This is an optimization exercise on Yosys and OpenROAD, whose aim is small area, a short achievable clock period and few clock cycles per item, not a production implementation.
Only simulation tests tie the RTL to the original design; equivalence was not proved.

## flow/design.v

```verilog
`timescale 1ns/1ps
module aes_inv_key_sched (
  input  logic                clk_sys,
  input  logic [127:0]        key_last,
  input  logic [1:0]          busy,
  output logic [127:0]        key_prev,
  output logic                last_round
);
  localparam int WORD_W = 32;
  localparam int BYTE_W = 8;
  logic [7:0]   rcon;
  logic [7:0]   rcon_q;
  logic [127:0] key_q;
  logic [127:0] key_cur;
  logic [31:0] w0;
  logic [31:0] w1;
  logic [31:0] w2;
  logic [31:0] w3;
  logic [31:0] p0;
  logic [31:0] p1;
  logic [31:0] p2;
  logic [31:0] p3;
  logic [31:0] rot_w;
  logic [31:0] w0_rc;
  function automatic logic [7:0] gf_div2(logic [7:0] b);
    logic [8:0] tmp;
    tmp = {1'b0, b} ^ (b[0] ? 9'h11b : 9'h000);
    gf_div2 = tmp[8:1];
  endfunction
  assign rcon = busy[0] ? rcon_q : 8'h36;
  always_ff @(posedge clk_sys) begin
    rcon_q <= gf_div2(rcon);
  end
  assign last_round = (rcon_q == 8'h01);
  assign key_cur = {busy[1] ? key_q[127:64] : key_last[127:64],
                    busy[0] ? key_q[63:0]   : key_last[63:0]};
  assign {w0, w1, w2, w3} = key_cur;
  assign p3 = w3 ^ w2;
  assign p2 = w2 ^ w1;
  assign p1 = w1 ^ w0;
  assign rot_w = {p3[WORD_W-BYTE_W-1:0], p3[WORD_W-1 -: BYTE_W]};
  for (genvar b = 0; b < 4; b++) begin : g_sub
    aes_sbox_fwd u_sbox (
      .a (rot_w[BYTE_W*b +: BYTE_W]),
      .k (w0_rc[BYTE_W*b +: BYTE_W]),
      .y (p0[BYTE_W*b +: BYTE_W])
    );
  end
  assign w0_rc = w0 ^ {rcon, {(WORD_W-BYTE_W){1'b0}}};
  assign key_prev = {p0, p1, p2, p3};
  always_ff @(posedge clk_sys) begin
    key_q <= key_prev;
  end
endmodule
module aes_sbox_fwd (
  input  logic [7:0] a,
  input  logic [7:0] k,
  output logic [7:0] y
);
  logic [30:0] tx;
  logic [43:0] bx;
  logic T1, T2, T3, T4, T5, T6, T7, T8, T9, T10, T11, T12, T13, T14, T15, T16, T17, T18, T19, T20, T21, T22, T23, T24, T25, T26, T27, U7;
  logic M1, M2, M3, M4, M5, M6, M7, M8, M9, M10, M11, M12, M13, M14, M15, M16, M17, M18, M19, M20, M21, M22, M23, M24, M25, M26, M27, M28, M29, M30, M31, M32, M33, M34, M35, M36, M37, M38, M39, M40, M41, M42, M43, M44, M45, M46, M47, M48, M49, M50, M51, M52, M53, M54, M55, M56, M57, M58, M59, M60, M61, M62, M63;
  assign tx[0] = a[1] ^ a[3];
  assign tx[1] = a[5] ^ a[6];
  assign tx[2] = a[4] ^ a[7];
  assign tx[3] = a[2] ^ a[5];
  assign tx[4] = a[2] ^ a[6];
  assign tx[5] = a[0] ^ tx[1];
  assign tx[6] = tx[0] ^ tx[4];
  assign tx[7] = a[1] ^ a[2];
  assign tx[8] = a[2] ^ a[4];
  assign tx[9] = tx[0] ^ tx[3];
  assign tx[10] = tx[0] ^ tx[2];
  assign tx[11] = a[0] ^ a[1];
  assign tx[12] = a[2] ^ a[7];
  assign tx[13] = a[0] ^ a[4];
  assign tx[14] = a[3] ^ a[7];
  assign tx[15] = a[1] ^ a[7];
  assign tx[16] = tx[3] ^ tx[14];
  assign tx[17] = tx[2] ^ tx[7];
  assign tx[18] = tx[0] ^ tx[1];
  assign tx[19] = a[7] ^ tx[7];
  assign tx[20] = tx[2] ^ tx[3];
  assign tx[21] = tx[1] ^ tx[10];
  assign tx[22] = a[0] ^ tx[10];
  assign tx[23] = a[4] ^ tx[5];
  assign tx[24] = a[0] ^ tx[6];
  assign tx[25] = a[7] ^ tx[9];
  assign tx[26] = tx[8] ^ tx[18];
  assign tx[27] = a[1] ^ tx[5];
  assign tx[28] = tx[2] ^ tx[6];
  assign tx[29] = tx[5] ^ tx[19];
  assign tx[30] = a[7] ^ tx[5];
  assign T1 = tx[2];
  assign T2 = tx[12];
  assign T3 = tx[15];
  assign T4 = tx[8];
  assign T5 = tx[0];
  assign T6 = tx[10];
  assign T7 = tx[1];
  assign T8 = tx[22];
  assign T9 = tx[5];
  assign T10 = tx[21];
  assign T11 = tx[4];
  assign T12 = tx[3];
  assign T13 = tx[17];
  assign T14 = tx[28];
  assign T15 = tx[6];
  assign T16 = tx[9];
  assign T17 = tx[24];
  assign T18 = tx[13];
  assign T19 = tx[23];
  assign T20 = tx[30];
  assign T21 = tx[11];
  assign T22 = tx[27];
  assign T23 = tx[29];
  assign T24 = tx[26];
  assign T25 = tx[25];
  assign T26 = tx[16];
  assign T27 = tx[20];
  assign U7 = a[0];
  assign M1 = T13 & T6;
  assign M2 = T23 & T8;
  assign M3 = T14 ^ M1;
  assign M4 = T19 & U7;
  assign M5 = M4 ^ M1;
  assign M6 = T3 & T16;
  assign M7 = T22 & T9;
  assign M8 = T26 ^ M6;
  assign M9 = T20 & T17;
  assign M10 = M9 ^ M6;
  assign M11 = T1 & T15;
  assign M12 = T4 & T27;
  assign M13 = M12 ^ M11;
  assign M14 = T2 & T10;
  assign M15 = M14 ^ M11;
  assign M16 = M3 ^ M2;
  assign M17 = M5 ^ T24;
  assign M18 = M8 ^ M7;
  assign M19 = M10 ^ M15;
  assign M20 = M16 ^ M13;
  assign M21 = M17 ^ M15;
  assign M22 = M18 ^ M13;
  assign M23 = M19 ^ T25;
  assign M24 = M22 ^ M23;
  assign M25 = M22 & M20;
  assign M26 = M21 ^ M25;
  assign M27 = M20 ^ M21;
  assign M28 = M23 ^ M25;
  assign M29 = M28 & M27;
  assign M30 = M26 & M24;
  assign M31 = M20 & M23;
  assign M32 = M27 & M31;
  assign M33 = M27 ^ M25;
  assign M34 = M21 & M22;
  assign M35 = M24 & M34;
  assign M36 = M24 ^ M25;
  assign M37 = M21 ^ M29;
  assign M38 = M32 ^ M33;
  assign M39 = M23 ^ M30;
  assign M40 = M35 ^ M36;
  assign M41 = M38 ^ M40;
  assign M42 = M37 ^ M39;
  assign M43 = M37 ^ M38;
  assign M44 = M39 ^ M40;
  assign M45 = M42 ^ M41;
  assign M46 = M44 & T6;
  assign M47 = M40 & T8;
  assign M48 = M39 & U7;
  assign M49 = M43 & T16;
  assign M50 = M38 & T9;
  assign M51 = M37 & T17;
  assign M52 = M42 & T15;
  assign M53 = M45 & T27;
  assign M54 = M41 & T10;
  assign M55 = M44 & T13;
  assign M56 = M40 & T23;
  assign M57 = M39 & T19;
  assign M58 = M43 & T3;
  assign M59 = M38 & T22;
  assign M60 = M37 & T20;
  assign M61 = M42 & T1;
  assign M62 = M45 & T4;
  assign M63 = M41 & T2;
  assign bx[0] = M61 ^ M62;
  assign bx[1] = M50 ^ M56;
  assign bx[2] = M46 ^ M49;
  assign bx[3] = M47 ^ M55;
  assign bx[4] = M48 ^ M58;
  assign bx[5] = bx[0] ^ bx[3];
  assign bx[6] = M46 ^ M52;
  assign bx[7] = M54 ^ M60;
  assign bx[8] = M51 ^ M59;
  assign bx[9] = bx[4] ^ bx[7];
  assign bx[10] = bx[1] ^ bx[2];
  assign bx[11] = M53 ^ bx[0];
  assign bx[12] = M56 ^ k[6];
  assign bx[13] = M55 ^ k[7];
  assign bx[14] = M54 ^ k[1];
  assign bx[15] = M61 ^ M63;
  assign bx[16] = M49 ^ M52;
  assign bx[17] = M48 ^ M51;
  assign bx[18] = M57 ^ k[2];
  assign bx[19] = M50 ^ M58;
  assign bx[20] = bx[1] ^ bx[17];
  assign bx[21] = bx[1] ^ bx[16];
  assign bx[22] = bx[8] ^ bx[14];
  assign bx[23] = bx[4] ^ bx[8];
  assign bx[24] = k[0] ^ bx[2];
  assign bx[25] = k[5] ^ bx[15];
  assign bx[26] = bx[6] ^ bx[12];
  assign bx[27] = bx[13] ^ bx[21];
  assign bx[28] = k[4] ^ bx[10];
  assign bx[29] = bx[9] ^ bx[18];
  assign bx[30] = bx[5] ^ bx[20];
  assign bx[31] = bx[11] ^ bx[19];
  assign bx[32] = bx[10] ^ bx[11];
  assign bx[33] = bx[5] ^ bx[26];
  assign bx[34] = bx[9] ^ bx[25];
  assign bx[35] = bx[0] ^ bx[23];
  assign bx[36] = bx[5] ^ bx[28];
  assign bx[37] = bx[29] ^ bx[32];
  assign bx[38] = bx[24] ^ bx[35];
  assign bx[39] = M53 ^ bx[33];
  assign bx[40] = bx[6] ^ bx[34];
  assign bx[41] = bx[22] ^ bx[31];
  assign bx[42] = bx[11] ^ bx[27];
  assign bx[43] = k[3] ^ bx[30];
  assign y[0] = ~bx[38];
  assign y[1] = ~bx[41];
  assign y[2] = bx[37];
  assign y[3] = bx[43];
  assign y[4] = bx[36];
  assign y[5] = ~bx[40];
  assign y[6] = ~bx[39];
  assign y[7] = bx[42];
endmodule
`timescale 1ns/1ps
module aes_inv_round (
  input  logic [127:0]        state,
  input  logic [127:0]        cipher_text,
  input  logic [127:0]        key_last,
  input  logic [1:0]          busy,
  output logic [127:0]        round_out
);
  localparam int STATE_W = 128;
  localparam int WORD_W = 32;
  localparam int BYTE_W = 8;
  localparam int NUM_COLS = STATE_W / WORD_W;
  localparam int NUM_ROWS = WORD_W / BYTE_W;
  logic [127:0] mixed;
  logic [127:0] shifted;
  for (genvar c = 0; c < NUM_COLS; c++) begin : g_mix
    aes_inv_mix_col u_mix (
      .a (state[STATE_W-1-WORD_W*c -: WORD_W]),
      .y (mixed[STATE_W-1-WORD_W*c -: WORD_W])
    );
  end
  always_comb begin
    for (int c = 0; c < NUM_COLS; c++) begin
      for (int r = 0; r < NUM_ROWS; r++) begin
        shifted[STATE_W-1-BYTE_W*(NUM_ROWS*c+r) -: BYTE_W] =
          !busy[c/2] ? (cipher_text[STATE_W-1-BYTE_W*(NUM_ROWS*((c-r+NUM_COLS)%NUM_COLS)+r) -: BYTE_W] ^
                   key_last[STATE_W-1-BYTE_W*(NUM_ROWS*((c-r+NUM_COLS)%NUM_COLS)+r) -: BYTE_W])
                : mixed[STATE_W-1-BYTE_W*(NUM_ROWS*((c-r+NUM_COLS)%NUM_COLS)+r) -: BYTE_W];
      end
    end
  end
  for (genvar i = 0; i < NUM_COLS*NUM_ROWS; i++) begin : g_sub
    aes_sbox_inv u_sbox (
      .a (shifted[BYTE_W*i +: BYTE_W]),
      .y (round_out[BYTE_W*i +: BYTE_W])
    );
  end
endmodule
module aes_sbox_inv (
  input  logic [7:0] a,
  output logic [7:0] y
);
  logic [36:0] tx;
  logic [35:0] bx;
  logic T1, T2, T3, T4, T5, T6, T7, T8, T9, T10, T11, T12, T13, T14, T15, T16, T17, T18, T19, T20, T21, T22, T23, T24, T25, T26, T27, U7;
  logic M1, M2, M3, M4, M5, M6, M7, M8, M9, M10, M11, M12, M13, M14, M15, M16, M17, M18, M19, M20, M21, M22, M23, M24, M25, M26, M27, M28, M29, M30, M31, M32, M33, M34, M35, M36, M37, M38, M39, M40, M41, M42, M43, M44, M45, M46, M47, M48, M49, M50, M51, M52, M53, M54, M55, M56, M57, M58, M59, M60, M61, M62, M63;
  assign tx[0] = a[0] ^ a[6];
  assign tx[1] = a[3] ^ a[4];
  assign tx[2] = a[1] ^ a[7];
  assign tx[3] = a[2] ^ a[5];
  assign tx[4] = a[4] ^ a[6];
  assign tx[5] = a[3] ^ a[6];
  assign tx[6] = a[7] ^ tx[3];
  assign tx[7] = a[3] ^ tx[0];
  assign tx[8] = a[0] ^ tx[1];
  assign tx[9] = a[4] ^ tx[0];
  assign tx[10] = a[1] ^ a[2];
  assign tx[11] = a[0] ^ a[3];
  assign tx[12] = a[4] ^ a[7];
  assign tx[13] = a[1] ^ a[5];
  assign tx[14] = a[6] ^ a[7];
  assign tx[15] = a[5] ^ tx[2];
  assign tx[16] = tx[3] ^ tx[5];
  assign tx[17] = tx[1] ^ tx[10];
  assign tx[18] = tx[1] ^ tx[14];
  assign tx[19] = tx[3] ^ tx[4];
  assign tx[20] = a[2] ^ tx[2];
  assign tx[21] = tx[0] ^ tx[2];
  assign tx[22] = a[5] ^ tx[1];
  assign tx[23] = a[7] ^ tx[4];
  assign tx[24] = tx[5] ^ tx[13];
  assign tx[25] = a[1] ^ tx[7];
  assign tx[26] = a[1] ^ tx[9];
  assign tx[27] = tx[7] ^ tx[20];
  assign tx[28] = a[5] ^ tx[9];
  assign tx[29] = tx[2] ^ tx[16];
  assign tx[30] = tx[9] ^ tx[13];
  assign tx[31] = a[7] ^ tx[7];
  assign tx[32] = tx[8] ^ tx[15];
  assign tx[33] = a[1] ^ tx[8];
  assign tx[34] = tx[9] ^ tx[20];
  assign tx[35] = tx[6] ^ tx[7];
  assign tx[36] = tx[6] ^ tx[8];
  assign T1 = tx[1];
  assign T2 = ~tx[14];
  assign T3 = tx[33];
  assign T4 = ~tx[18];
  assign T5 = tx[16];
  assign T6 = tx[19];
  assign T7 = tx[36];
  assign T8 = ~tx[23];
  assign T9 = ~tx[8];
  assign T10 = tx[31];
  assign T11 = ~tx[32];
  assign T12 = ~tx[10];
  assign T13 = ~tx[21];
  assign T14 = ~tx[27];
  assign T15 = ~tx[34];
  assign T16 = ~tx[24];
  assign T17 = tx[30];
  assign T18 = ~tx[29];
  assign T19 = ~tx[26];
  assign T20 = ~tx[25];
  assign T21 = ~tx[35];
  assign T22 = ~tx[4];
  assign T23 = tx[12];
  assign T24 = ~tx[11];
  assign T25 = ~tx[22];
  assign T26 = ~tx[28];
  assign T27 = ~tx[17];
  assign U7 = ~tx[6];
  assign M1 = T13 & T6;
  assign M2 = T23 & T8;
  assign M3 = T14 ^ M1;
  assign M4 = T19 & U7;
  assign M5 = M4 ^ M1;
  assign M6 = T3 & T16;
  assign M7 = T22 & T9;
  assign M8 = T26 ^ M6;
  assign M9 = T20 & T17;
  assign M10 = M9 ^ M6;
  assign M11 = T1 & T15;
  assign M12 = T4 & T27;
  assign M13 = M12 ^ M11;
  assign M14 = T2 & T10;
  assign M15 = M14 ^ M11;
  assign M16 = M3 ^ M2;
  assign M17 = M5 ^ T24;
  assign M18 = M8 ^ M7;
  assign M19 = M10 ^ M15;
  assign M20 = M16 ^ M13;
  assign M21 = M17 ^ M15;
  assign M22 = M18 ^ M13;
  assign M23 = M19 ^ T25;
  assign M24 = M22 ^ M23;
  assign M25 = M22 & M20;
  assign M26 = M21 ^ M25;
  assign M27 = M20 ^ M21;
  assign M28 = M23 ^ M25;
  assign M29 = M28 & M27;
  assign M30 = M26 & M24;
  assign M31 = M20 & M23;
  assign M32 = M27 & M31;
  assign M33 = M27 ^ M25;
  assign M34 = M21 & M22;
  assign M35 = M24 & M34;
  assign M36 = M24 ^ M25;
  assign M37 = M21 ^ M29;
  assign M38 = M32 ^ M33;
  assign M39 = M23 ^ M30;
  assign M40 = M35 ^ M36;
  assign M41 = M38 ^ M40;
  assign M42 = M37 ^ M39;
  assign M43 = M37 ^ M38;
  assign M44 = M39 ^ M40;
  assign M45 = M42 ^ M41;
  assign M46 = M44 & T6;
  assign M47 = M40 & T8;
  assign M48 = M39 & U7;
  assign M49 = M43 & T16;
  assign M50 = M38 & T9;
  assign M51 = M37 & T17;
  assign M52 = M42 & T15;
  assign M53 = M45 & T27;
  assign M54 = M41 & T10;
  assign M55 = M44 & T13;
  assign M56 = M40 & T23;
  assign M57 = M39 & T19;
  assign M58 = M43 & T3;
  assign M59 = M38 & T22;
  assign M60 = M37 & T20;
  assign M61 = M42 & T1;
  assign M62 = M45 & T4;
  assign M63 = M41 & T2;
  assign bx[0] = M58 ^ M61;
  assign bx[1] = M52 ^ M54;
  assign bx[2] = M59 ^ M62;
  assign bx[3] = M49 ^ M50;
  assign bx[4] = M48 ^ M56;
  assign bx[5] = bx[0] ^ bx[2];
  assign bx[6] = M59 ^ M63;
  assign bx[7] = M52 ^ M53;
  assign bx[8] = M50 ^ M51;
  assign bx[9] = M47 ^ M60;
  assign bx[10] = M55 ^ M61;
  assign bx[11] = M57 ^ bx[4];
  assign bx[12] = bx[1] ^ bx[3];
  assign bx[13] = M46 ^ bx[8];
  assign bx[14] = bx[1] ^ bx[5];
  assign bx[15] = M49 ^ M51;
  assign bx[16] = M46 ^ M48;
  assign bx[17] = M57 ^ M63;
  assign bx[18] = bx[9] ^ bx[10];
  assign bx[19] = M62 ^ bx[9];
  assign bx[20] = bx[6] ^ bx[7];
  assign bx[21] = bx[3] ^ bx[7];
  assign bx[22] = bx[10] ^ bx[17];
  assign bx[23] = bx[4] ^ bx[6];
  assign bx[24] = bx[0] ^ bx[11];
  assign bx[25] = bx[5] ^ bx[21];
  assign bx[26] = bx[12] ^ bx[23];
  assign bx[27] = M47 ^ bx[13];
  assign bx[28] = bx[12] ^ bx[19];
  assign bx[29] = bx[13] ^ bx[20];
  assign bx[30] = bx[24] ^ bx[29];
  assign bx[31] = bx[24] ^ bx[28];
  assign bx[32] = bx[14] ^ bx[15];
  assign bx[33] = bx[14] ^ bx[16];
  assign bx[34] = bx[18] ^ bx[26];
  assign bx[35] = bx[14] ^ bx[27];
  assign y[0] = bx[22];
  assign y[1] = bx[25];
  assign y[2] = bx[35];
  assign y[3] = bx[30];
  assign y[4] = bx[33];
  assign y[5] = bx[31];
  assign y[6] = bx[34];
  assign y[7] = bx[32];
endmodule
module aes_inv_mix_col (
  input  logic [31:0] a,
  output logic [31:0] y
);
  logic [171:0] x;
  assign x[0] = a[29] ^ a[5];
  assign x[1] = a[21] ^ a[13];
  assign x[2] = a[30] ^ a[14];
  assign x[3] = a[22] ^ a[6];
  assign x[4] = x[0] ^ x[1];
  assign x[5] = a[23] ^ a[7];
  assign x[6] = a[31] ^ a[3];
  assign x[7] = a[19] ^ a[15];
  assign x[8] = a[26] ^ x[3];
  assign x[9] = a[2] ^ x[2];
  assign x[10] = a[20] ^ a[4];
  assign x[11] = a[25] ^ a[9];
  assign x[12] = a[16] ^ a[0];
  assign x[13] = a[17] ^ a[1];
  assign x[14] = a[24] ^ a[8];
  assign x[15] = a[28] ^ a[12];
  assign x[16] = a[18] ^ a[10];
  assign x[17] = a[27] ^ a[11];
  assign x[18] = a[7] ^ x[4];
  assign x[19] = a[23] ^ x[4];
  assign x[20] = x[5] ^ x[17];
  assign x[21] = x[6] ^ x[7];
  assign x[22] = x[8] ^ x[9];
  assign x[23] = a[31] ^ a[15];
  assign x[24] = a[29] ^ x[15];
  assign x[25] = a[27] ^ x[11];
  assign x[26] = x[6] ^ x[13];
  assign x[27] = x[7] ^ x[13];
  assign x[28] = a[22] ^ x[10];
  assign x[29] = x[12] ^ x[14];
  assign x[30] = a[11] ^ x[11];
  assign x[31] = x[3] ^ x[14];
  assign x[32] = a[5] ^ x[15];
  assign x[33] = a[6] ^ x[10];
  assign x[34] = x[2] ^ x[12];
  assign x[35] = x[20] ^ x[21];
  assign x[36] = x[18] ^ x[30];
  assign x[37] = x[16] ^ x[22];
  assign x[38] = a[30] ^ a[13];
  assign x[39] = a[16] ^ a[15];
  assign x[40] = a[21] ^ a[14];
  assign x[41] = a[31] ^ a[8];
  assign x[42] = a[10] ^ x[10];
  assign x[43] = a[28] ^ x[1];
  assign x[44] = a[12] ^ x[0];
  assign x[45] = a[18] ^ x[15];
  assign x[46] = x[2] ^ x[11];
  assign x[47] = x[3] ^ x[13];
  assign x[48] = a[25] ^ x[16];
  assign x[49] = x[5] ^ x[24];
  assign x[50] = x[23] ^ x[32];
  assign x[51] = x[9] ^ x[45];
  assign x[52] = x[8] ^ x[27];
  assign x[53] = x[17] ^ x[29];
  assign x[54] = a[0] ^ x[19];
  assign x[55] = x[3] ^ x[35];
  assign x[56] = x[19] ^ x[25];
  assign x[57] = a[24] ^ a[15];
  assign x[58] = a[31] ^ a[17];
  assign x[59] = a[9] ^ a[10];
  assign x[60] = a[20] ^ a[5];
  assign x[61] = a[29] ^ a[4];
  assign x[62] = a[20] ^ a[13];
  assign x[63] = a[8] ^ a[1];
  assign x[64] = a[9] ^ a[1];
  assign x[65] = a[13] ^ a[14];
  assign x[66] = a[25] ^ a[0];
  assign x[67] = a[26] ^ a[18];
  assign x[68] = a[21] ^ a[4];
  assign x[69] = a[30] ^ a[23];
  assign x[70] = a[24] ^ a[9];
  assign x[71] = a[19] ^ a[10];
  assign x[72] = a[31] ^ a[16];
  assign x[73] = x[2] ^ x[7];
  assign x[74] = x[5] ^ x[14];
  assign x[75] = x[41] ^ x[66];
  assign x[76] = x[6] ^ x[71];
  assign x[77] = x[1] ^ x[2];
  assign x[78] = a[7] ^ x[40];
  assign x[79] = x[39] ^ x[63];
  assign x[80] = a[24] ^ x[58];
  assign x[81] = x[12] ^ x[23];
  assign x[82] = x[0] ^ x[2];
  assign x[83] = a[3] ^ x[67];
  assign x[84] = a[18] ^ x[64];
  assign x[85] = a[15] ^ x[38];
  assign x[86] = a[17] ^ x[59];
  assign x[87] = a[1] ^ x[23];
  assign x[88] = x[39] ^ x[70];
  assign x[89] = a[31] ^ x[65];
  assign x[90] = a[17] ^ x[5];
  assign x[91] = x[3] ^ x[16];
  assign x[92] = a[21] ^ x[69];
  assign x[93] = x[8] ^ x[48];
  assign x[94] = x[28] ^ x[85];
  assign x[95] = x[44] ^ x[68];
  assign x[96] = x[21] ^ x[44];
  assign x[97] = x[26] ^ x[91];
  assign x[98] = a[28] ^ x[8];
  assign x[99] = x[26] ^ x[42];
  assign x[100] = a[12] ^ x[42];
  assign x[101] = x[9] ^ x[29];
  assign x[102] = x[9] ^ x[48];
  assign x[103] = x[20] ^ x[60];
  assign x[104] = x[28] ^ x[78];
  assign x[105] = x[34] ^ x[41];
  assign x[106] = x[47] ^ x[75];
  assign x[107] = x[74] ^ x[84];
  assign x[108] = x[46] ^ x[80];
  assign x[109] = x[33] ^ x[77];
  assign x[110] = x[34] ^ x[57];
  assign x[111] = x[21] ^ x[43];
  assign x[112] = a[15] ^ x[31];
  assign x[113] = x[24] ^ x[40];
  assign x[114] = x[33] ^ x[92];
  assign x[115] = x[29] ^ x[73];
  assign x[116] = x[47] ^ x[88];
  assign x[117] = a[20] ^ x[26];
  assign x[118] = x[46] ^ x[79];
  assign x[119] = x[33] ^ x[89];
  assign x[120] = x[31] ^ x[90];
  assign x[121] = x[34] ^ x[87];
  assign x[122] = x[32] ^ x[38];
  assign x[123] = x[31] ^ x[72];
  assign x[124] = a[4] ^ x[27];
  assign x[125] = x[28] ^ x[82];
  assign x[126] = x[81] ^ x[86];
  assign x[127] = x[52] ^ x[53];
  assign x[128] = x[93] ^ x[121];
  assign x[129] = x[52] ^ x[100];
  assign x[130] = x[83] ^ x[115];
  assign x[131] = x[22] ^ x[126];
  assign x[132] = x[51] ^ x[124];
  assign x[133] = x[35] ^ x[125];
  assign x[134] = x[49] ^ x[94];
  assign x[135] = x[62] ^ x[96];
  assign x[136] = x[19] ^ x[116];
  assign x[137] = x[51] ^ x[117];
  assign x[138] = x[61] ^ x[111];
  assign x[139] = x[43] ^ x[103];
  assign x[140] = x[19] ^ x[105];
  assign x[141] = x[18] ^ x[118];
  assign x[142] = x[20] ^ x[95];
  assign x[143] = x[50] ^ x[114];
  assign x[144] = x[53] ^ x[97];
  assign x[145] = x[98] ^ x[99];
  assign x[146] = x[22] ^ x[107];
  assign x[147] = x[76] ^ x[101];
  assign x[148] = x[102] ^ x[120];
  assign x[149] = x[18] ^ x[106];
  assign x[150] = x[49] ^ x[119];
  assign x[151] = x[18] ^ x[123];
  assign x[152] = a[2] ^ x[19];
  assign x[153] = x[35] ^ x[109];
  assign x[154] = x[18] ^ x[110];
  assign x[155] = x[50] ^ x[104];
  assign x[156] = x[37] ^ x[142];
  assign x[157] = x[37] ^ x[139];
  assign x[158] = x[36] ^ x[145];
  assign x[159] = x[56] ^ x[147];
  assign x[160] = x[56] ^ x[137];
  assign x[161] = x[36] ^ x[130];
  assign x[162] = x[37] ^ x[138];
  assign x[163] = x[55] ^ x[122];
  assign x[164] = x[18] ^ x[144];
  assign x[165] = x[127] ^ x[152];
  assign x[166] = x[37] ^ x[135];
  assign x[167] = x[54] ^ x[108];
  assign x[168] = x[55] ^ x[113];
  assign x[169] = x[54] ^ x[112];
  assign x[170] = x[36] ^ x[132];
  assign x[171] = x[56] ^ x[129];
  assign y[24] = x[140];
  assign y[25] = x[136];
  assign y[26] = x[148];
  assign y[27] = x[161];
  assign y[28] = x[171];
  assign y[29] = x[157];
  assign y[30] = x[168];
  assign y[31] = x[134];
  assign y[16] = x[169];
  assign y[17] = x[141];
  assign y[18] = x[131];
  assign y[19] = x[164];
  assign y[20] = x[170];
  assign y[21] = x[166];
  assign y[22] = x[153];
  assign y[23] = x[155];
  assign y[8] = x[154];
  assign y[9] = x[149];
  assign y[10] = x[146];
  assign y[11] = x[159];
  assign y[12] = x[158];
  assign y[13] = x[156];
  assign y[14] = x[163];
  assign y[15] = x[150];
  assign y[0] = x[151];
  assign y[1] = x[167];
  assign y[2] = x[128];
  assign y[3] = x[165];
  assign y[4] = x[160];
  assign y[5] = x[162];
  assign y[6] = x[133];
  assign y[7] = x[143];
endmodule
`timescale 1ns/1ps
module aes_inv_control (
  input  logic                clk_sys,
  input  logic                rst_n,
  input  logic                req,
  input  logic [127:0]        round_out,
  input  logic [127:0]        key_prev,
  input  logic                last_round,
  output logic                ack,
  output logic [127:0]        plain_text,
  output logic [127:0]        state,
  output logic [1:0]          busy_k,
  output logic [1:0]          busy_d
);
  localparam logic [1:0] ctrl_idle = 2'd0;
  localparam logic [1:0] ctrl_run  = 2'd1;
  localparam logic [1:0] ctrl_done = 2'd2;
  logic [1:0]  ctrl_q;
  logic [1:0]  ctrl_d;
  logic [127:0] data_q;
  logic        busy_k_q;
  logic        busy_k_nr_q;
  logic        idle_d_q;
  logic        idle_d_nr_q;
  logic        load_q;
  always_comb begin
    ctrl_d = ctrl_q;
    case (ctrl_q)
      ctrl_idle: begin
        if (req) begin
          ctrl_d = ctrl_run;
        end
      end
      ctrl_run: begin
        if (last_round) begin
          ctrl_d = ctrl_done;
        end
      end
      ctrl_done: begin
        if (!req) begin
          ctrl_d = ctrl_idle;
        end
      end
      default: ctrl_d = ctrl_idle;
    endcase
  end
  always_ff @(posedge clk_sys or negedge rst_n) begin
    if (!rst_n) begin
      ctrl_q <= ctrl_idle;
    end else begin
      ctrl_q <= ctrl_d;
    end
  end
  always_ff @(posedge clk_sys or negedge rst_n) begin
    if (!rst_n) begin
      busy_k_q <= 1'b0;
      idle_d_q <= 1'b1;
      load_q   <= 1'b1;
    end else begin
      busy_k_q <= (ctrl_d != ctrl_idle);
      idle_d_q <= (ctrl_d == ctrl_idle);
      load_q   <= (ctrl_d != ctrl_done);
    end
  end
  always_ff @(posedge clk_sys) begin
    busy_k_nr_q <= (ctrl_d != ctrl_idle);
    idle_d_nr_q <= (ctrl_d == ctrl_idle);
  end
  assign busy_k = {busy_k_q, busy_k_nr_q};
  assign busy_d = {~idle_d_q, ~idle_d_nr_q};
  always_ff @(posedge clk_sys) begin
    if (load_q) begin
      data_q <= round_out ^ key_prev;
    end
  end
  assign state = data_q;
  assign plain_text = data_q;
  assign ack = (ctrl_q == ctrl_done);
endmodule
`timescale 1ns/1ps
module aes_inv_top (
  input  logic                clk_sys,
  input  logic                rst_n,
  input  logic                req,
  input  logic [127:0]        cipher_text,
  input  logic [127:0]        key_last,
  output logic                ack,
  output logic [127:0]        plain_text
);
  logic [1:0]   busy_k;
  logic [1:0]   busy_d;
  logic         last_round;
  logic [127:0] key_prev;
  logic [127:0] state;
  logic [127:0] round_out;
  aes_inv_control u_control (
    .clk_sys     (clk_sys),
    .rst_n       (rst_n),
    .req         (req),
    .round_out   (round_out),
    .key_prev    (key_prev),
    .last_round  (last_round),
    .ack         (ack),
    .plain_text  (plain_text),
    .state       (state),
    .busy_k      (busy_k),
    .busy_d      (busy_d)
  );
  aes_inv_round u_round (
    .state       (state),
    .cipher_text (cipher_text),
    .key_last    (key_last),
    .busy        (busy_d),
    .round_out   (round_out)
  );
  aes_inv_key_sched u_key_sched (
    .clk_sys    (clk_sys),
    .key_last   (key_last),
    .busy       (busy_k),
    .key_prev   (key_prev),
    .last_round (last_round)
  );
endmodule
```

## flow/flow/run.sh

```bash
#!/bin/bash
# Own layout flow: the standard layout (standard.sh, unchanged steps and
# settings), except that Yosys's ABC maps the logic with flow/abc.script
# instead of ORFS's abc_speed.script, and the port buffers that global
# placement inserts on every input and output are buf_1 cells, and timing-
# driven global placement weights the 30% most critical nets instead of 10%.
# Registers
# come from dfflibmap before ABC, so they are the standard synthesis's.
set -euo pipefail
W=$(pwd)
sed 's#log_cmd abc {\*}\$abc_args#log_cmd abc {*}[lreplace $abc_args 1 1 '"$W"'/flow/abc.script]#' \
  "$FLOW_HOME/scripts/synth.tcl" > "$W/flow_synth_orfs.tcl"
grep -q "flow/abc.script" "$W/flow_synth_orfs.tcl"
sed "s#\$::env(SCRIPTS_DIR)/synth.tcl#$W/flow_synth_orfs.tcl#" "$W/synth_recipe.tcl" > "$W/flow_synth.tcl"
grep -q "flow_synth_orfs.tcl" "$W/flow_synth.tcl"
bash standard.sh SYNTH_SCRIPT="$W/flow_synth.tcl" \
  "BUFFER_PORTS_ARGS=-buffer_cell sky130_fd_sc_hd__buf_1" \
  "GLOBAL_PLACEMENT_ARGS=-timing_driven_nets_percentage 30" finish > "$W/standard.log" 2>&1
```

## flow/flow/abc.script

```
strash
dc2
resub -K 8
dc2
dch -f
map -a
topo
stime -c
buffer -c
upsize -c
dnsize -c
```

## flow/standard.sh

```bash
#!/bin/bash
# synth_recipe.tcl (not shown) runs the flow's synth.tcl, then flattens the netlist and writes it again
# the make line also repeats each setting of config.mk as NAME=value (left out here)
make -C /OpenROAD-flow-scripts/flow DESIGN_CONFIG=/design/flow/config.mk WORK_HOME=/design/flow/orfs CLKGATE_MAP_FILE= SYNTH_SCRIPT=/design/flow/synth_recipe.tcl "${@:-finish}"
```

## flow/config.mk

```make
export PLATFORM = sky130hd
export DESIGN_NAME = aes_inv_top
export DESIGN_NICKNAME = aes_inv_top
export VERILOG_FILES = /design/flow/design.v
export SDC_FILE = /design/flow/constraint.sdc
export NUM_CORES = 4
export LEC_CHECK = 0
export CAP_MARGIN = 20
export CORE_MARGIN = 2
export CORE_UTILIZATION = 70
export CTS_BUF_LIST = sky130_fd_sc_hd__clkbuf_8
export SETUP_SLACK_MARGIN = 1.5
export SLEW_MARGIN = 20
```

## flow/constraint.sdc

```tcl
create_clock -name core_clock -period 8.0 [get_ports {clk_sys}]
set_input_delay 1.6000 -clock core_clock [delete_from_list [all_inputs] [get_ports {clk_sys}]]
set_output_delay 1.6000 -clock core_clock [all_outputs]
set_load 0.01 [all_outputs]
```

==> results of run 1 <==
## worst paths after layout
kind | startpoint | endpoint | slack [ps] | cells after the start
max in group asynchronous | rst_n | u_control.idle_d_q$_DFF_PN1_ | 6950 | 1
min in group asynchronous | rst_n | u_control.ctrl_q[0]$_DFF_PN0_ | 780 | 1
hold / removal | u_key_sched.rcon_q[7]$_DFF_P_ | u_key_sched.rcon_q[6]$_DFF_P_ | 480 | 2
hold reg to reg | u_key_sched.rcon_q[7]$_DFF_P_ | u_key_sched.rcon_q[6]$_DFF_P_ | 480 | 2
setup / recovery | u_control.data_q[21]$_DFFE_PP_ | u_control.data_q[117]$_DFFE_PP_ | 1740 | 31
setup reg to reg | u_control.data_q[21]$_DFFE_PP_ | u_control.data_q[117]$_DFFE_PP_ | 1740 | 31
## flip-flops by register name, summed over array words and instances, names as in the netlist
name	count
u_control.busy_k_nr_q	1
u_control.idle_d_nr_q	1
u_control.data_q	128
u_control.busy_k_q	1
u_key_sched.rcon_q	8
u_control.load_q	1
u_key_sched.key_q	128
u_control.ctrl_q	2
u_control.idle_d_q	1
## cells by family after synthesis
logic type | share of synthesized area (%)
XOR/XNOR | 51.0
AND/OR/NAND/NOR | 19.9
buffers and inverters | 6.08
AO/OA/AOI/OAI | 5.74
flip-flops | 16.0
multiplexers | 1.06
adder cells (fa/ha/maj) | 0.237
## final cells by class
type	count	area share, %
flip-flops and latches	271	14.4
clock buffers	61	1.79
multi-input cells	4793	72.1
repair buffers	474	4.67
inverters	571	4.58
clock inverters	34	0.392
diodes	2	0.0107
well taps	782	2.09
## metal layers
| layer | up-vias | wire (µm) | share of wire, % | GRT usage (%) |
|---|---|---|---|---|
| li1 | 18300 | - | - | - |
| met1 | 18100 | 54100 | 37 | 53.8 |
| met2 | 2047 | 64900 | 44 | 71.5 |
| met3 | 562 | 14700 | 10 | 9.18 |
| met4 | 0 | 12300 | 8.4 | 30.2 |
| met5 | - | 0 | 0 | 0 |
## worst reg2reg max path, delay by kind of cell, from the launching register on
family	cells	cell delay [ps]
buf+inv	4	340
simple gates	16	2450
compound gates	1	370
flops	1	530
xor+xnor	10	2290
## cells in the final DEF, fill, tap and decap left out, types with 6 or more instances in the layout
master,count
xor2_1,1442
inv_2,46
buf_1,385
clkbuf_8,61
o21ai_2,24
xnor2_4,7
xnor2_1,697
nand2_2,109
nor2_1,229
nand3_1,121
ha_1,8
o21ai_1,56
clkinv_2,10
xnor2_2,77
nand4_1,7
or2_2,33
o21ai_0,155
nand2_1,1329
xor2_2,101
a21oi_1,129
o22ai_1,6
mux2_2,38
xor2_4,16
o211ai_1,8
nand2_4,28
a31oi_1,6
inv_1,537
or2_0,10
buf_4,79
or2_1,72
a21o_1,6
nor2_2,17
edfxtp_1,128
dfxtp_1,136
## metrics by stage
stage	instance area (µm²)	hold WS, ps	setup slack [ps]	util, %	instances
2_1_floorplan	42200	424	1870	-	5700
3_3_place_gp	44400	430	907	74.0	6824
3_5_place_dp	44400	459	818	74.0	6824
4_1_cts	45400	471	1510	75.7	6919
5_1_grt	46900	483	1400	78.2	6987
6_report	46900	478	1740	78.2	6988
## timing repair
action,CTS,global route
hold buffers,0,0
pin swaps,0,16
setup endpoints to repair,1,109
setup buffers,0,67
resized for setup,1,158
==> notes.md, run 1 <==
sequential cell area=6750 µm²; port buffer count=slightly below 400; Data arrival, critical path=6660 ps; Top-Level Pins=around 390; most frequent cells after synthesis=xor2_1 (1491), nand2_1 (1348), xnor2_1 (731); full die area=slightly above 60000 µm²; CP delay by family, top=simple AND/OR/NAND/NOR gates; share of synthesized registers carrying an async set or reset=~1.8%; wire length per cell=20.9 µm; Max stage delay on crit path=530 ps; Post-Syn Instances=5700; Worst slew margin=16.9%; Post-synth EDFFs=128; area grow syn2layout=11.2%; Vias per Instance=roughly 5.6; synthesized net count=5967; height of the die=250 µm; RSZ-0062 raised after global routing=yes; status=no timing/DRC/antenna violations; top cell type's share of synthesized area=30.9%; Worst Max-Slew Pin Slew=around 1200 ps; grt total ovfl=0; Post-route DRC=0; dpl hpwl=between 100000 and 150000 µm; TritonCTS Buffers=51; Syn Area/Cell=7.40 µm²; Tcrit/Tclk final=78.2%; ys flop type=dfxtp_1; Filler cells=~4500; Synth Cell Area=~42000 µm²; share of cells above drive strength 1=11.3%; CP Buf/Inv Count=4; initial drt markers=3588; crit path launch type=flip-flop; pin count of the biggest net entering global routing=71; most common cell in the netlist=xor2_1; library cells used by synthesis=65; multi-input logic area=33800 µm²; # rows=90; CP Class=flip-flop to flip-flop; total wire length=146000 µm; Worst EP required=8400 ps; CP most frequent cell=nand2_1; crit end category=flip-flop; max_cap viols=0; critical path's slowest cell=edfxtp_1; synth top area cells=xor2_1 (31%), xnor2_1 (15%), nand2_1 (12%); core area=60000 µm²; setup_tns=0 ps; GRT Resource Usage Total=44.6%; Via Count=39000; CP Max Fanout=7; worst hold path type=flip-flop to flip-flop; cell taking the most area after synthesis=xor2_1; drt pass-1 iters=8; # nets final=6429; initial core utilization=70.3%; Final ANT Viol Nets=0; fin crit period=6260 ps; initial antenna violation count=1; sequential share of the synthesized area=16.0%; first-pass GRT wire length=212000 µm; Bufs on Longest Clock Path=3; Worst Skew=51.1 ps; Clock Sinks=271; final setup fails=0; CTS tree=built; Max Fclk=160 MHz; Fin. Hold Viols=0; total number of yosys warnings=3; root buf cell=clkbuf_8; H-tree depth=2; #FFs+latches synth=around 270; Die W=around 250 µm; clk slew on worst S/H paths=60 ps; clk latency of the worst-skew pair=700 ps; Slew Viols, Final=0; Placer Congestion=1.05; vias in the first global route=37100
Testbench counts, summed over its fixed seeds: cycles 4,216, blocks 384.
==> run 2: changes to the inputs <==
--- a/flow/flow/run.sh
+++ b/flow/flow/run.sh
@@ -15,4 +15,4 @@
 grep -q "flow_synth_orfs.tcl" "$W/flow_synth.tcl"
 bash standard.sh SYNTH_SCRIPT="$W/flow_synth.tcl" \
   "BUFFER_PORTS_ARGS=-buffer_cell sky130_fd_sc_hd__buf_1" \
-  "GLOBAL_PLACEMENT_ARGS=-timing_driven_nets_percentage 30" finish > "$W/standard.log" 2>&1
+  "GLOBAL_PLACEMENT_ARGS=-timing_driven_nets_percentage 50" finish > "$W/standard.log" 2>&1
--- a/flow/config.mk
+++ b/flow/config.mk
@@ -7,7 +7,7 @@
 export LEC_CHECK = 0
 export CAP_MARGIN = 20
 export CORE_MARGIN = 2
-export CORE_UTILIZATION = 70
+export CORE_UTILIZATION = 65
 export CTS_BUF_LIST = sky130_fd_sc_hd__clkbuf_8
 export SETUP_SLACK_MARGIN = 1.5
 export SLEW_MARGIN = 20
==> run 2 against run 1 <==
Compared with the run above: area after synthesis unchanged; final area increased by 0.23%; clock skew increased by 17 ps; via count decreased by 1.1%; hold slack got worse by 8.9 ps; die area increased by 7.6%; synthesized cell count unchanged; critical path type unchanged; critical endpoint is now u_control.data_q[19]$_DFFE_PP_.
==> notes.md, run 2 <==
status=no timing/DRC/antenna violations; pin count of the biggest net entering global routing=74 (+4.2%); clk slew on worst S/H paths=60 ps (about the same); sequential cell area=6750 µm² (unchanged); Tcrit/Tclk final=78.1% (-0.079 points); H-tree depth=2 (unchanged); post-synthesis mux area share=1.06% (unchanged); multi-input logic area=33800 µm² (-0.21%); area grow syn2layout=11.4%; Synth Area in Adders=0.237% (unchanged); TritonCTS Buffers=53 (+3.9%); Top-Level Pins=388 (unchanged); Final ANT Viol Nets=0 (unchanged); biggest regs=u_control.data_q x128, u_key_sched.key_q x128, u_key_sched.rcon_q x8; synth top area cells=xor2_1 (31%), xnor2_1 (15%), nand2_1 (12%); Hold Path Stages=1 (-1); share of synthesized registers carrying an async set or reset=1.85% (unchanged); DP Cell Count=6897 (+1.1%); most frequent cells after synthesis=xor2_1 (1491), nand2_1 (1348), xnor2_1 (731); #FFs+latches synth=271 (unchanged); Bufs on Longest Clock Path=3 (unchanged); wire length per cell=21.1 µm (+0.96%); setup_tns=0 ps (unchanged); sequential share of the synthesized area=16.0% (unchanged); CP Max Fanout=5 (-2); hold wc startpoint=u_key_sched.rcon_q[5]$_DFF_P_; worst hold path type=flip-flop to flip-flop; complex-gate fraction of the synthesized area=5.74% (unchanged); drt pass-1 iters=7 (-1); full die area=67000 µm² (+7.6%); Slew Viols, Final=0 (unchanged); synthesized net count=5967 (unchanged); Post-Syn Instances=5700 (unchanged); ys flop type=dfxtp_1; Synth Area in XOR/XNOR=51.0% (unchanged); Syn Area/Cell=7.40 µm² (unchanged); most common cell in the netlist=xor2_1; Synth Area in Simple Gates=19.9% (unchanged); total number of yosys warnings=3 (unchanged); Synth Cell Area=42200 µm² (unchanged); GRT Resource Usage Total=42.3% (-2.3 points); final setup fails=0 (unchanged); worst reg-to-reg path cell count=25 (-19%); cell taking the most area after synthesis=xor2_1; vias in the first global route=36300 (-2.1%); Placer Congestion=1.02 (-2.2%); Worst slew margin=16.7% (-0.22 points); worst hold endpoint=u_key_sched.rcon_q[4]$_DFF_P_; initial core utilization=65.6% (-4.7 points); setup slack, reg-to-reg=1750 ps (about the same); core area=64300 µm² (+7.2%); Max Fclk=160 MHz (+0.10%); root buf cell=clkbuf_8; Post-route DRC=0 (unchanged); top cell type's share of synthesized area=30.9% (unchanged); library cells used by synthesis=65 (unchanged); CTS tree=built; # nets final=6433 (+0.062%); CP Class=flip-flop to flip-flop; port buffer count=387 (unchanged); Data arrival, critical path=6640 ps (-20 ps); Post-Layout Cell Count=7069 (+1.2%); height of the die=259 µm (+3.7%); Worst Max-Slew Pin Slew=1240 ps (+3.34 ps); initial antenna violation count=6 (+5); crit end category=flip-flop; first-pass GRT wire length=214000 µm (+0.56%); Clock Sinks=271 (unchanged); most common cell after layout, fill and taps aside=xor2_1; clk latency of the worst-skew pair=700 ps (about the same); dpl hpwl=123000 µm (+3.1%); most frequent cells in the layout=xor2_1 (1445), nand2_1 (1331), xnor2_1 (702); Filler cells=5308 (+18%); Critical Path Start=u_control.data_q[32]$_DFFE_PP_; Via Count=38600 (-1.1%); share of cells above drive strength 1=11.3% (about the same); CTS Hold Bufs=0 (unchanged); Die W=259 µm (+3.7%); initial drt markers=3948 (+10%); # rows=93 (+3.3%); total wire length=149000 µm (+2.1%); Fin. Hold Viols=0 (unchanged); largest family of logic cells by synthesized area=XOR/XNOR gates; capturing point of the worst reg2reg path=u_control.data_q[19]$_DFFE_PP_; max_cap viols=0 (unchanged); worst r2r src=u_control.data_q[32]$_DFFE_PP_; Vias per Instance=5.46 (-2.2%); final core utilization=73.1% (-5.1 points); crit path launch type=flip-flop; grt total ovfl=0 (unchanged); Worst Skew=68.1 ps (+17.0 ps); Worst EP required=8390 ps (about the same); fin crit period=6250 ps (-6.28 ps); Post-synth EDFFs=128 (unchanged); RSZ-0062 raised after global routing=yes
## run 2: layout make-up
type,instances,area share (%)
multi-input cells,4793,71.8
flip-flops and latches,271,14.4
repair buffers,476,4.66
inverters,571,4.57
well taps,855,2.27
clock buffers,66,1.93
clock inverters,34,0.426
diodes,3,0.0160
## run 2: worst max-delay path by stage
stage | end | slack, ps | cells past startpoint
2_1_floorplan | u_control.data_q[106]$_DFFE_PP_ | 1870 | 30
3_3_place_gp | u_control.data_q[122]$_DFFE_PP_ | 890 | 30
3_5_place_dp | u_control.data_q[122]$_DFFE_PP_ | 790 | 33
4_1_cts | u_control.data_q[122]$_DFFE_PP_ | 1450 | 33
5_1_grt | u_control.data_q[13]$_DFFE_PP_ | 1380 | 38
6_report | u_control.data_q[19]$_DFFE_PP_ | 1750 | 25
## run 2: worst max-delay path: stages, from the launching register on
cell      delay [ps]
edfxtp_1         510
or2_2            350
nand2_2          170
xnor2_2          170
xor2_1           290
xor2_1           210
xor2_1           250
nand2_1          190
nand2_2          290
xor2_4           280
xor2_1           270
xor2_1           230
nand2_1           90
xnor2_1          320
xor2_1           220
xor2_1           330
or2_2            200
nand2_1           80
nand2_1           80
nand2_1           90
o22ai_1          220
nand2_1          130
xor2_1           290
xor2_1           340
xor2_1           230
xor2_1            90
## run 2: metal layers
layer	share of wire (%)	GRT usage, %	vias up
li1	-	-	18300
met1	39	51.8	18000
met2	45	68.3	1852
met3	9.0	8.08	477
met4	7.3	26.9	2
met5	0.013	0	-
## run 2: repair_timing
action | 4_1_cts | 5_1_grt
pin swaps | 0 | 11
setup endpoints to repair | 4 | 97
setup buffers | 0 | 69
resized for setup | 2 | 153
## run 2: cell families (layout without fill, tap and decap cells)
kind of cell,after synthesis,count (layout)
xor+xnor,2340,2340
simple gates,1976,1976
buf+inv,636,1147
compound gates,429,429
flops,271,271
mux,40,40
fa+ha+maj,8,8
other cells,0,3
## run 2: through the flow
stage | worst slack [ps] | hold WS, ps | cell area [µm²]
finish | 1750 | 469 | 47000
global route | 1380 | 484 | 47000
CTS | 1450 | 467 | 45600
detailed placement | 788 | 457 | 44500
global placement | 894 | 447 | 44500
floorplan | 1870 | 424 | 42200
==> run 3: changes to the inputs <==
--- a/flow/flow/run.sh
+++ b/flow/flow/run.sh
@@ -3,7 +3,7 @@
 # settings), except that Yosys's ABC maps the logic with flow/abc.script
 # instead of ORFS's abc_speed.script, and the port buffers that global
 # placement inserts on every input and output are buf_1 cells, and timing-
-# driven global placement weights the 30% most critical nets instead of 10%.
+# driven global placement weights the 50% most critical nets instead of 10%.
 # Registers
 # come from dfflibmap before ABC, so they are the standard synthesis's.
 set -euo pipefail
==> run 3 against run 2 <==
Compared with the run above: maximum frequency unchanged; hold slack is the same; cell count did not move; synthesized cell count unchanged; clock-buffer cell count is the same; non-clock buffer count unchanged; worst setup slack did not move; via count did not move; final area stayed put; first-iteration DRC count unchanged; utilization is the same; highest routed layer unchanged.
==> notes.md, run 3 <==
total number of yosys warnings=3 (unchanged); root buf cell=clkbuf_8; first-pass GRT wire length=214000 µm (unchanged); CP Class=flip-flop to flip-flop; vias in the first global route=36300 (unchanged); Die W=259 µm (unchanged); Placer Congestion=1.02 (unchanged); Data arrival, critical path=6640 ps (about the same); setup slack, reg-to-reg=1750 ps (about the same); share of synthesized registers carrying an async set or reset=1.85% (unchanged); fin crit period=6250 ps (unchanged); wire length per cell=21.1 µm (unchanged); setup_tns=0 ps (unchanged); grt total ovfl=0 (unchanged); most common cell after layout, fill and taps aside=xor2_1; final setup fails=0 (unchanged); synthesized net count=5967 (unchanged); initial antenna violation count=6 (unchanged); drt pass-1 iters=7 (unchanged); fin area=47000 µm² (unchanged); max_cap viols=0 (unchanged); clk latency of the worst-skew pair=700 ps (about the same); # nets final=6433 (unchanged); #FFs+latches synth=271 (unchanged); Filler cells=5308 (unchanged); dpl hpwl=123000 µm (unchanged); CP Max Fanout=5 (unchanged); total wire length=149000 µm (unchanged); Worst EP required=8390 ps (about the same); Syn Area/Cell=7.40 µm² (unchanged); worst hold path type=flip-flop to flip-flop; Vias per Instance=5.46 (unchanged); crit end category=flip-flop; pin count of the biggest net entering global routing=74 (unchanged); most common cell in the netlist=xor2_1; share of cells above drive strength 1=11.3% (unchanged); TritonCTS Buffers=53 (unchanged); sequential cell area=6750 µm² (unchanged); initial core utilization=65.6% (unchanged); Via Count=38600 (unchanged); # rows=93 (unchanged); Post-synth EDFFs=128 (unchanged); crit path launch type=flip-flop; Top-Level Pins=388 (unchanged); DP Worst Slack=788 ps (unchanged); sequential share of the synthesized area=16.0% (unchanged); status=no timing/DRC/antenna violations; Tcrit/Tclk final=78.1% (unchanged); Bufs on Longest Clock Path=3 (unchanged); Post-route DRC=0 (unchanged); Post-Syn Instances=5700 (unchanged); cell taking the most area after synthesis=xor2_1; port buffer count=387 (unchanged); most frequent cells in the layout=xor2_1 (1445), nand2_1 (1331), xnor2_1 (702); dpl cell area=44500 µm² (unchanged); Slew Viols, Final=0 (unchanged); most frequent cells after synthesis=xor2_1 (1491), nand2_1 (1348), xnor2_1 (731); initial drt markers=3948 (unchanged); height of the die=259 µm (unchanged); Synth Cell Area=42200 µm² (unchanged); Clock Sinks=271 (unchanged); final setup margin=1750 ps (unchanged); top cell type's share of synthesized area=30.9% (unchanged); full die area=67000 µm² (unchanged); ys flop type=dfxtp_1; Final ANT Viol Nets=0 (unchanged); GRT Resource Usage Total=42.3% (unchanged); hold_ws=469 ps (unchanged); Worst slew margin=16.7% (unchanged); Worst Skew=68.1 ps (unchanged); Fin. Hold Viols=0 (unchanged); core area=64300 µm² (unchanged); area grow syn2layout=11.4% (unchanged); clk slew on worst S/H paths=60 ps (about the same); RSZ-0062 raised after global routing=yes; CTS tree=built; multi-input logic area=33800 µm² (unchanged); Worst Max-Slew Pin Slew=1240 ps (unchanged); synth top area cells=xor2_1 (31%), xnor2_1 (15%), nand2_1 (12%); biggest regs=u_control.data_q x128, u_key_sched.key_q x128, u_key_sched.rcon_q x8; H-tree depth=2 (unchanged); Max Fclk=160 MHz (unchanged); library cells used by synthesis=65 (unchanged)
## run 3: worst max-delay path: stages (launching register included)
cell	delay, ps
edfxtp_1	510
or2_2	350
nand2_2	170
xnor2_2	170
xor2_1	290
xor2_1	210
xor2_1	250
nand2_1	190
nand2_2	290
xor2_4	280
xor2_1	270
xor2_1	230
nand2_1	90
xnor2_1	320
xor2_1	220
xor2_1	330
or2_2	200
nand2_1	80
nand2_1	80
nand2_1	90
o22ai_1	220
nand2_1	130
xor2_1	290
xor2_1	340
xor2_1	230
xor2_1	90
## run 3: layout make-up
| cell class | count | area share, % |
|---|---|---|
| diodes | 3 | 0.0160 |
| clock buffers | 66 | 1.93 |
| clock inverters | 34 | 0.426 |
| inverters | 571 | 4.57 |
| multi-input cells | 4793 | 71.8 |
| flip-flops and latches | 271 | 14.4 |
| well taps | 855 | 2.27 |
| repair buffers | 476 | 4.66 |
## run 3: routing by layer
layer	track usage, %	routed length (µm)
met5	0	19
met2	68.3	67100
met4	26.9	10900
met1	51.8	57500
met3	8.08	13500
## run 3: worst paths after layout
path                                                     start                              to  cells after the start
min in group asynchronous                                rst_n    u_control.busy_k_q$_DFF_PN0_                      1
worst max register to register  u_control.data_q[32]$_DFFE_PP_  u_control.data_q[19]$_DFFE_PP_                     25
worst min-delay path             u_key_sched.rcon_q[5]$_DFF_P_   u_key_sched.rcon_q[4]$_DFF_P_                      1
worst min register to register   u_key_sched.rcon_q[5]$_DFF_P_   u_key_sched.rcon_q[4]$_DFF_P_                      1
worst max-delay path            u_control.data_q[32]$_DFFE_PP_  u_control.data_q[19]$_DFFE_PP_                     25
max in group asynchronous                                rst_n      u_control.load_q$_DFF_PN1_                      1
## run 3: stage by stage
step,util [%],std cells
floorplan,-,5700
global placement,69.1,6897
detailed placement,69.1,6897
CTS,70.8,6997
global route,73.1,7068
finish,73.1,7069
## run 3: logic make-up (layout without fill, tap and decap cells)
| logic type | count (synthesis) | after routing | share of synthesized area (%) |
|---|---|---|---|
| mux | 40 | 40 | 1.06 |
| flops | 271 | 271 | 16.0 |
| compound gates | 429 | 429 | 5.74 |
| buf+inv | 636 | 1147 | 6.08 |
| other cells | 0 | 3 | 0 |
| simple gates | 1976 | 1976 | 19.9 |
| xor+xnor | 2340 | 2340 | 51.0 |
| fa+ha+maj | 8 | 8 | 0.237 |
## run 3: timing repair
action	CTS	global route
hold buffers	0	0
gates resized for setup	2	153
setup buffers	0	69
endpoints found under the setup margin	4	97
pin swaps	0	11
hold endpoints to repair	0	0
==> run 4: changes to the inputs <==
--- a/flow/config.mk
+++ b/flow/config.mk
@@ -7,7 +7,7 @@
 export LEC_CHECK = 0
 export CAP_MARGIN = 20
 export CORE_MARGIN = 2
-export CORE_UTILIZATION = 65
+export CORE_UTILIZATION = 70
 export CTS_BUF_LIST = sky130_fd_sc_hd__clkbuf_8
 export SETUP_SLACK_MARGIN = 1.5
 export SLEW_MARGIN = 20
==> run 4 against run 3 <==
Compared with the run above: first-iteration DRC count increased by 4.0%; clock skew down 31 ps; via count increased by 3.2%; maximum frequency shrank 0.74%; critical path type unchanged.
==> notes.md, run 4 <==
dpl hpwl=121000 µm (-1.5%); root buf cell=clkbuf_8; Post-route DRC=0 (unchanged); dpl cell area=44400 µm² (-0.20%); max_cap viols=0 (unchanged); CP Max Fanout=8 (+3); Worst slew margin=18.6% (+2.0 points); fin area=47400 µm² (+0.72%); Top-Level Pins=388 (unchanged); share of cells above drive strength 1=12.1% (+0.81 points); critical path's slowest cell=edfxtp_1; # rows=90 (-3.2%); CTS tree=built; most frequent cells in the layout=xor2_1 (1436), nand2_1 (1332), xnor2_1 (687); Synth Area in Adders=0.237% (unchanged); drt pass-1 iters=12 (+5); worst hold path type=flip-flop to flip-flop; fin crit period=6300 ps (+46.3 ps); ys flop type=dfxtp_1; Via Count=39800 (+3.2%); setup slack, reg-to-reg=1700 ps (-50 ps); CP Capture Point=u_control.data_q[63]$_DFFE_PP_; largest family of logic cells by synthesized area=XOR/XNOR gates; Die W=250 µm (-3.6%); initial core utilization=70.3% (+4.7 points); most common cell in the netlist=xor2_1; total wire length=151000 µm (+1.0%); Post-Layout Cell Count=7019 (-0.71%); GRT Resource Usage Total=45.6% (+3.3 points); synthesized net count=5967 (unchanged); Bufs on Longest Clock Path=3 (unchanged); biggest regs=u_control.data_q x128, u_key_sched.key_q x128, u_key_sched.rcon_q x8; Tcrit/Tclk final=78.7% (+0.58 points); Final ANT Viol Nets=0 (unchanged); most frequent cells after synthesis=xor2_1 (1491), nand2_1 (1348), xnor2_1 (731); Synth Cell Area=42200 µm² (unchanged); M1 GR Usage=54.8% (+3.0 points); GRT Max-Usage Layer=met2; H-tree depth=2 (unchanged); worst reg-to-reg path cell count=31 (+24%); Clock Sinks=271 (unchanged); status=no timing/DRC/antenna violations; #FFs+latches synth=271 (unchanged); complex-gate fraction of the synthesized area=5.74% (unchanged); Worst EP required=8400 ps (about the same); WP depth=31 (+24%); GR Layer Usage met2=72.6% (+4.3 points); wire length per cell=21.5 µm (+1.8%); hold_ws=451 ps (-18.1 ps); sequential share of the synthesized area=16.0% (unchanged); height of the die=250 µm (-3.6%); worst r2r src=u_control.data_q[47]$_DFFE_PP_; Syn Area/Cell=7.40 µm² (unchanged); library cells used by synthesis=65 (unchanged); Post-Syn Instances=5700 (unchanged); Slew Viols, Final=0 (unchanged); CP delay by family, top=XOR/XNOR gates; total number of yosys warnings=3 (unchanged); grt total ovfl=0 (unchanged); CTS Hold Bufs=0 (unchanged); first-pass GRT wire length=216000 µm (+1.3%); setup_tns=0 ps (unchanged); full die area=62300 µm² (-7.0%); most common cell after layout, fill and taps aside=xor2_1; clk latency of the worst-skew pair=670 ps (-30 ps); top cell type's share of synthesized area=30.9% (unchanged); CP Class=flip-flop to flip-flop; initial antenna violation count=2 (-4); synth top area cells=xor2_1 (31%), xnor2_1 (15%), nand2_1 (12%); Critical Path Start=u_control.data_q[47]$_DFFE_PP_; TritonCTS Buffers=51 (-3.8%); final setup fails=0 (unchanged); initial drt markers=4105 (+4.0%); capturing point of the worst reg2reg path=u_control.data_q[63]$_DFFE_PP_; crit end category=flip-flop; core area=60000 µm² (-6.7%); Max Fclk=159 MHz (-0.74%); area grow syn2layout=12.2%; Data arrival, critical path=6700 ps (+60 ps); Filler cells=4448 (-16%); vias in the first global route=37400 (+3.0%); final core utilization=78.9% (+5.8 points); Placer Congestion=1.07 (+4.9%); RSZ-0062 raised after global routing=yes; GR met3 Demand/Resource=9.72% (+1.6 points); Worst Skew=37.2 ps (-30.9 ps); # nets final=6459 (+0.40%); cell taking the most area after synthesis=xor2_1; Vias per Instance=5.67 (+3.9%); post-synthesis mux area share=1.06% (unchanged); pin count of the biggest net entering global routing=82 (+11%); DP Cell Count=6823 (-1.1%); port buffer count=387 (unchanged); CP Buf/Inv Count=4 (+4); Worst Max-Slew Pin Slew=1210 ps (-29.4 ps); Post-synth EDFFs=128 (unchanged); share of synthesized registers carrying an async set or reset=1.85% (unchanged); Max stage delay on crit path=570 ps (+60 ps); Fin. Hold Viols=0 (unchanged); Synth Area in Simple Gates=19.9% (unchanged); Synth Area in XOR/XNOR=51.0% (unchanged); crit path launch type=flip-flop; clk slew on worst S/H paths=60 ps (about the same)
## run 4: changes by cell type in the layout (fill, tap and decap cells not counted), moves of 7 or more
cell	before	now
xor2_1	1445	1436
o21ai_1	52	59
xor2_2	97	106
xnor2_1	702	687
xnor2_2	75	87
buf_4	84	110
inv_1	538	529
## run 4: per-layer routing
metal  up-vias  wire length, µm  share of wire [%]
li1      18300                -                  -
met2      2413            65700                 44
met4         2            13600                9.0
met3       687            16500                 11
met5         -               16              0.011
met1     18400            54800                 36
## run 4: metrics by stage
step,setup WS (ps)
final,1700
after global routing,1350
after CTS,1510
after detailed placement,793
after global placement,972
after floorplan,1870
## run 4: worst min-delay path by stage
stage	start	to	slack, ps	cells after the start
2_1_floorplan	u_key_sched.rcon_q[7]$_DFF_P_	u_key_sched.rcon_q[6]$_DFF_P_	420	2
3_5_place_dp	u_key_sched.rcon_q[7]$_DFF_P_	u_key_sched.rcon_q[6]$_DFF_P_	440	2
3_3_place_gp	u_key_sched.rcon_q[7]$_DFF_P_	u_key_sched.rcon_q[6]$_DFF_P_	430	2
6_report	u_key_sched.rcon_q[7]$_DFF_P_	u_key_sched.rcon_q[6]$_DFF_P_	450	2
5_1_grt	u_key_sched.rcon_q[7]$_DFF_P_	u_key_sched.rcon_q[6]$_DFF_P_	480	2
4_1_cts	u_key_sched.rcon_q[7]$_DFF_P_	u_key_sched.rcon_q[6]$_DFF_P_	440	2
## run 4: final cells by class
class | count | area, µm² | share of cell area, %
antenna | 3 | 7.51 | 0.0158
inverter | 571 | 2150 | 4.54
clock inverter | 33 | 289 | 0.610
clock buffer | 62 | 853 | 1.80
timing repair buffer | 504 | 2400 | 5.06
multi-input combinational | 4793 | 33900 | 71.7
sequential | 271 | 6750 | 14.3
tap | 782 | 978 | 2.07
## run 4: cells by family (layout without fill, tap and decap cells)
family	Yosys count	in the layout
XOR/XNOR	2340	2340
AND/OR/NAND/NOR	1976	1976
buffers and inverters	636	1170
AO/OA/AOI/OAI	429	429
flip-flops	271	271
multiplexers	40	40
adder cells (fa/ha/maj)	8	8
other	0	3
## run 4: what timing repair did
item,CTS,global route
buffers inserted,1,97
endpoints found under the setup margin,4,104
resized for setup,2,176
cloned,0,0
pin swaps,0,30
## run 4: worst register-to-register path, delay by kind of cell (launching register included)
kind                   cells  cell delay [ps]
AO/OA/AOI/OAI              4              830
flip-flops                 1              570
AND/OR/NAND/NOR           13             1930
XOR/XNOR                  10             2320
buffers and inverters      4              360

[port drivers added, routing unchanged]
Ports are ideal in the flow. The routed layouts listed here were re-timed in OpenROAD. Step 1 (the two cells are an assumption about what drives the block):
set clk [get_ports {clk_sys}]
set_driving_cell -lib_cell sky130_fd_sc_hd__clkbuf_16 $clk
set_driving_cell -lib_cell sky130_fd_sc_hd__buf_2 [delete_from_list [all_inputs] $clk]
Step 2 moves the port delays by t, midway between the first and last clock arrival at a register: inputs arrive t later, outputs are due t later. That takes back most of the time a late clock gives input paths. Slacks: no drivers / after step 1 / after step 2; pairs: no drivers / after step 1.
| run | shift t [ns] | setup WS [ns] | worst hold slack (ns) | worst register clock-pin slew, ns |
|---|---|---|---|---|
| run 1 | 0.740 | 1.743 / 1.743 / 1.145 | 0.478 / 0.478 / 0.478 | 0.08 / 0.08 |
| run 2 | 0.736 | 1.749 / 1.749 / 1.078 | 0.469 / 0.469 / 0.469 | 0.07 / 0.07 |
| run 3 | 0.736 | 1.749 / 1.749 / 1.078 | 0.469 / 0.469 / 0.469 | 0.07 / 0.07 |
| run 4 | 0.710 | 1.703 / 1.703 / 1.047 | 0.451 / 0.451 / 0.451 | 0.07 / 0.07 |
After both steps every run listed still meets setup and hold.
